Source: an optimization exercise on an open RTL-to-GDS flow (aim: small area). Production flows keep margins and buffers that such runs may drop.
Only simulation tests tie the RTL to the original design; equivalence was not proved.
Power figures rest on the tool's default switching activity, not on a simulated workload.

==> design/flow/design.v <==
package ucsbece154b_fetch_queue_pkg;
    localparam int XLEN = 32;
    localparam logic [XLEN-1:0] NOP_INSTR = 32'h00000013;
    typedef struct packed {
        logic [XLEN-1:0] instr;
        logic [XLEN-1:0] pc;
    } fq_entry_t;
    function automatic logic [1:0] retire_request(input logic stall, input logic stall2);
        if (stall) retire_request = 2'd0;
        else if (stall2) retire_request = 2'd1;
        else retire_request = 2'd2;
    endfunction
endpackage
module ucsbece154b_fq_mem #(
    parameter int DEPTH = 8,
    parameter int AW    = $clog2(DEPTH)
) (
    input  logic            clk,
    input  logic            we0,
    input  logic [AW-1:0]   waddr0,
    input  logic [2*ucsbece154b_fetch_queue_pkg::XLEN-1:0]       wdata0,
    input  logic            we1,
    input  logic [AW-1:0]   waddr1,
    input  logic [2*ucsbece154b_fetch_queue_pkg::XLEN-1:0]       wdata1,
    input  logic [AW-1:0]   raddr0,
    output logic [2*ucsbece154b_fetch_queue_pkg::XLEN-1:0]       rdata0,
    input  logic [AW-1:0]   raddr1,
    output logic [2*ucsbece154b_fetch_queue_pkg::XLEN-1:0]       rdata1
);
    logic [2*ucsbece154b_fetch_queue_pkg::XLEN-1:0] mem [0:DEPTH-1];
    always_ff @(posedge clk) begin
        if (we0) mem[waddr0] <= wdata0;
        if (we1) mem[waddr1] <= wdata1;
    end
    assign rdata0 = mem[raddr0];
    assign rdata1 = mem[raddr1];
endmodule
module ucsbece154b_fetch_queue #(
    parameter int              DEPTH = 8,
    parameter logic [ucsbece154b_fetch_queue_pkg::XLEN-1:0] NOP   = ucsbece154b_fetch_queue_pkg::NOP_INSTR
) (
    input  logic                      clk,
    input  logic                      reset,
    input  logic                      FetchValid_i,
    input  logic                      FetchSingle_i,
    input  logic [ucsbece154b_fetch_queue_pkg::XLEN-1:0]           FetchInstr0_i,
    input  logic [ucsbece154b_fetch_queue_pkg::XLEN-1:0]           FetchInstr1_i,
    input  logic [ucsbece154b_fetch_queue_pkg::XLEN-1:0]           FetchPC_i,
    output logic                      FetchReady_o,
    input  logic                      StallD_i,
    input  logic                      StallD2_i,
    input  logic                      FlushD_i,
    output logic [ucsbece154b_fetch_queue_pkg::XLEN-1:0]           InstrD1_o,
    output logic [ucsbece154b_fetch_queue_pkg::XLEN-1:0]           PCD1_o,
    output logic                      ValidD1_o,
    output logic [ucsbece154b_fetch_queue_pkg::XLEN-1:0]           InstrD2_o,
    output logic [ucsbece154b_fetch_queue_pkg::XLEN-1:0]           PCD2_o,
    output logic                      ValidD2_o,
    output logic [$clog2(DEPTH):0]    Count_o
);
    localparam int AW = $clog2(DEPTH);
    localparam int CW = AW + 1;
    localparam logic [CW-1:0] READY_MAX = DEPTH - 2;
    logic [AW-1:0] head, tail, head_p1, tail_p1;
    logic [CW-1:0] count;
    logic          enq;
    logic [1:0]    enq_n, req_n, ret_n;
    logic          we0, we1;
    logic [2*ucsbece154b_fetch_queue_pkg::XLEN-1:0] wdata0, wdata1, rdata0, rdata1;
    assign head_p1 = head + {{(AW-1){1'b0}}, 1'b1};
    assign tail_p1 = tail + {{(AW-1){1'b0}}, 1'b1};
    assign FetchReady_o = (count <= READY_MAX);
    always_comb begin
        enq   = FetchValid_i & FetchReady_o;
        enq_n = 2'd0;
        if (enq) enq_n = FetchSingle_i ? 2'd1 : 2'd2;
        req_n = ucsbece154b_fetch_queue_pkg::retire_request(StallD_i, StallD2_i);
        ret_n = (count < {{(CW-2){1'b0}}, req_n}) ? count[1:0] : req_n;
    end
    assign we0    = enq & ~FlushD_i;
    assign we1    = enq & ~FetchSingle_i & ~FlushD_i;
    assign wdata0 = {FetchInstr0_i, FetchPC_i};
    assign wdata1 = {FetchInstr1_i, FetchPC_i + 32'd4};
    ucsbece154b_fq_mem #(
        .DEPTH (DEPTH),
        .AW    (AW)
    ) u_mem (
        .clk    (clk),
        .we0    (we0),
        .waddr0 (tail),
        .wdata0 (wdata0),
        .we1    (we1),
        .waddr1 (tail_p1),
        .wdata1 (wdata1),
        .raddr0 (head),
        .rdata0 (rdata0),
        .raddr1 (head_p1),
        .rdata1 (rdata1)
    );
    always_ff @(posedge clk or posedge reset) begin
        if (reset) begin
            head  <= '0;
            tail  <= '0;
            count <= '0;
        end else if (FlushD_i) begin
            head  <= '0;
            tail  <= '0;
            count <= '0;
        end else begin
            head  <= head + {{(AW-2){1'b0}}, ret_n};
            tail  <= tail + {{(AW-2){1'b0}}, enq_n};
            count <= count + {{(CW-2){1'b0}}, enq_n} - {{(CW-2){1'b0}}, ret_n};
        end
    end
    assign ValidD1_o = (count != '0);
    assign ValidD2_o = (count >= {{(CW-2){1'b0}}, 2'd2});
    assign InstrD1_o = ValidD1_o ? rdata0[63:32] : NOP;
    assign PCD1_o    = ValidD1_o ? rdata0[31:0] : '0;
    assign InstrD2_o = ValidD2_o ? rdata1[63:32] : NOP;
    assign PCD2_o    = ValidD2_o ? rdata1[31:0] : '0;
    assign Count_o   = count;
endmodule
==> design/flow/run.sh <==
#!/bin/bash
# synth_recipe.tcl (not shown) runs the flow's synth.tcl, then flattens the netlist and writes it again
# the make line also repeats each setting of config.mk as NAME=value (left out here)
make -C /OpenROAD-flow-scripts/flow DESIGN_CONFIG=/design/flow/config.mk WORK_HOME=/design/flow/orfs CLKGATE_MAP_FILE= SYNTH_SCRIPT=/design/flow/synth_recipe.tcl finish
==> design/flow/config.mk <==
export PLATFORM = sky130hd
export DESIGN_NAME = ucsbece154b_fetch_queue
export DESIGN_NICKNAME = ucsbece154b_fetch_queue
export VERILOG_FILES = /design/flow/design.v
export SDC_FILE = /design/flow/constraint.sdc
export NUM_CORES = 4
export LEC_CHECK = 0
export CAP_MARGIN = 20
export CORE_MARGIN = 2
export CORE_UTILIZATION = 40
export SLEW_MARGIN = 20
==> design/flow/constraint.sdc <==
create_clock -name core_clock -period 6.0 [get_ports {clk}]
set_input_delay 1.2000 -clock core_clock [delete_from_list [all_inputs] [get_ports {clk}]]
set_output_delay 1.2000 -clock core_clock [all_outputs]
set_load 0.01 [all_outputs]
==> results.toml <==
[sta]
fin_crit_sh_pct = 85.3
finalHoldViolCount = 0
finalCriticalPeriod_ps = 5120
drv_slew = 0
slew_headroom_pct = 26.5
worst_pin_slew_ps = 1100
hold_slack_ps = 791
grt_setup_unrepaired = "no"
setup_viol = 0
finalClockSkew_ps = 24.4
timing.fmax_mhz = 195
fin_tns_setup_ps = 0
layout_setup_ws_ps = 884

[placed_design]
place_hpwl_um = 58000
gp_congestion = 0.794
dpl_worst_slack_ps = 1470
post_dp_cell_area_mm2 = 0.0353
port_buffers = 237

[detailed_routing]
wl_per_cell_um = 28.6
drt_iter0_markers = 1912
vias = 20900
routed_wl_um = 98500
drt_pre_antenna_iters = 5
viasPerCell = 6.06
ant_nets = 0
drc = 0

[worst_setup_path]
start_kind = "flop"
reg2reg_depth = 7
worstPathMaxFanout = 49
rrSetupSlack_ps = 2340
reg2reg_from = "tail[0]"
cp-endpoint = "InstrD1_o[21]"
crit_arrival_ps = 3920
critPathCaptureType = "output pin"
worstPathRequired_ps = 4800
cp-startpoint = "head[0]"
critPathKind = "reg2out"
reg2reg_to = "u_mem.mem[4][23]"

[floorplan]
dieArea_mm2 = 0.0815
num_rows = 103
floorplan.io_pins = 238
die_w_um = 286
chipHeight_um = 286
core_area_mm2 = 0.0787
start_util_pct = 40.3

[synthesis]
synth_edf_count = 512
synth_warnings = 2
ys_ff_latch = 522
synthesis.nets = 2310
netlist_instances = 2191
synthDistinctLibCells = 48
yosysSeqAreaShare_pct = 49.3
synth.avg_cell_area_um2 = 14.5
ys.flop_type = "edfxtp_1"
synth_area_mm2 = 0.0317
ys_async_sr_fraction_pct = 1.92

[clock_tree]
postCtsSetupBuffers = 0
ctsHoldBuffers = 0
clockBufferDepth = 3
cts_root_buf = "clkbuf_16"
cts_tree = "built"
clkSinkCount = 522
clk_latency_ps = 650
h-tree-depth = 2
clkTransAtPathRegs_ps = 60
cts.repair.resized = 0
numCtsBuffers = 59

[hold_path]
hold_depth = 2
hold_class = "reg2reg"

[final_layout]
design_area_mm2 = 0.0372
fill_cells = 6863
final_nets = 2455
syn_to_final_growth_pct = 17.4
regArea_mm2 = 0.0156
drive_above_1_share_pct = 31.1
multi_input_area_mm2 = 0.0153

[power_and_ir_drop]
peakVddDrop_mv = 0.383
pwr-share-clk_pct = 22.0
pwr-share-seq_pct = 27.7
powerDensity_mw_per_mm2 = 427
p_leak_uw = 0.0116
switching_share_pct = 36.3
combPwrFrac_pct = 50.3
p_int_uw = 10100
p_sw_uw = 5770

[job]
cap_violations = 0

[outcome]
outcome = "no timing/DRC/antenna violations"

[global_route]
antenna_found_initial = 13
grt_pass1_vias = 21800
grt_start_max_net_pins = 161
grt-ovfl-total = 0
grt_util_all_layers_pct = 24.0
grt_pass1_wl_um = 145000
[sequential cells by signal, indices dropped and copies added (netlist names)]
register	cells
u_mem.mem	512
head	3
count	4
tail	3
[cells in the final DEF, fill, tap and decap left out, types with 3 or more instances in the layout]
cell type,n
a21oi_1,64
clkbuf_1,10
nand4_1,44
and4_1,5
mux4_2,256
clkinv_2,13
edfxtp_1,512
dfrtp_4,3
nor2_1,73
mux2_1,10
nor2b_1,6
ha_1,11
mux2_2,254
and3_1,8
buf_4,48
nor4_1,31
nand3_1,42
xor2_1,176
clkinv_1,19
xnor2_1,62
dfrtp_1,7
a31o_4,3
inv_1,11
clkdlybuf4s50_1,237
nand2_1,142
clkbuf_16,59
nor4_2,52
buf_12,14
and2_1,3
clkbuf_8,3
diode_2,7
fa_1,4
bufinv_16,3
mux2i_1,64
nor2_4,9
nor3_1,94
[critical path: stages, from the launching register on]
cell,delay [ps]
dfrtp_4,450
buf_4,660
buf_4,770
mux4_2,590
mux2i_1,160
nor2_1,90
clkdlybuf4s50_1,490
[cell usage after synthesis, types with 5 or more instances]
library cell	instances	area (µm²)
a21oi_1	64	320
mux4_2	256	5770
nor3_1	94	470
xnor2_1	63	552
nor2b_1	7	43.8
nor4_1	32	200
dfrtp_1	10	250
buf_1	27	101
edfxtp_1	512	15400
clkbuf_1	109	409
nand4_1	44	275
and4_1	5	43.8
mux2_2	254	2860
xor2_1	177	1550
nand2_1	143	537
buf_6	7	78.8
and3_1	8	50.1
nor4_2	52	651
buf_2	66	330
mux2_1	10	113
nand3_1	43	215
inv_1	11	41.3
nor2_1	79	297
ha_1	12	150
mux2i_1	64	641
[routing by layer]
layer	up-vias	GRT usage [%]	share of wire, %
li1	8920	-	-
met1	10900	31.6	40
met2	907	39.2	49
met3	193	4.47	7.4
met4	8	9.42	3.6
met5	-	0	0.041
[power groups by stage]
stage                     clock, µW  combinational (µW)  sequential [µW]
after floorplan                   0                4760             4370
after global placement            0                8080             4460
after detailed placement          0                8080             4470
after CTS                      3560                8120             4400
after global routing           3700                8560             4420
final                          3500                8000             4400
[layout make-up]
| class | count | share of cell area [%] |
|---|---|---|
| sequential | 522 | 42.0 |
| multi-input combinational | 1442 | 41.1 |
| timing repair buffer | 300 | 8.17 |
| clock buffer | 72 | 4.18 |
| tap | 1050 | 3.53 |
| clock inverter | 40 | 0.790 |
| inverter | 11 | 0.111 |
| antenna | 7 | 0.0471 |
[metrics by stage]
stage               instances  util, %  power [µW]
global route             3444     47.3       16700
CTS                      3436     47.2       16100
floorplan                2191        -        9140
finish                   3444     47.3       15900
detailed placement       3324     44.8       12600
global placement         3324     44.8       12500
[worst min path at each step]
stage	start	end	slack [ps]
finish	tail[2]	tail[2]	790
global route	tail[2]	tail[2]	850
CTS	tail[2]	tail[2]	780
detailed placement	tail[2]	tail[2]	760
global placement	tail[2]	tail[2]	750
floorplan	head[0]	head[0]	610
[cell families after synthesis]
family          Yosys count  share of synthesized area [%]
simple gates            525                           9.24
mux                     584                           29.6
xor+xnor                240                           6.63
fa+ha+maj                16                          0.726
buf+inv                 227                           3.17
flops                   522                           49.3
compound gates           77                           1.34

-- port drivers added, routing unchanged --
No port has a modelled driver above. Below, the same layout with a new extraction and two added sets of constraints.
Step 1 (the two cells are an assumption about what drives the block):
set clk [get_ports {clk}]
set_driving_cell -lib_cell sky130_fd_sc_hd__clkbuf_16 $clk
set_driving_cell -lib_cell sky130_fd_sc_hd__buf_2 [delete_from_list [all_inputs] $clk]
Step 2, shift: input delay + t, output delay - t, t = (earliest + latest rising clock arrival at the registers) / 2. This alone moves slack from input paths to output paths.
Three values: ideal, step 1, step 2; two values: the first two.
t, ns: 0.702
setup slack, ns: 0.884 / 0.820 / 1.367
worst hold slack (ns): 0.791 / 0.791 / 0.791
slew at the worst register clock pin (ns): 0.07 / 0.07
cell pins on the clock port's net: 1
After both steps setup and hold are still met in this run. The setup slack of this run moves by -0.064 ns with the drivers and by +0.483 ns with both steps.
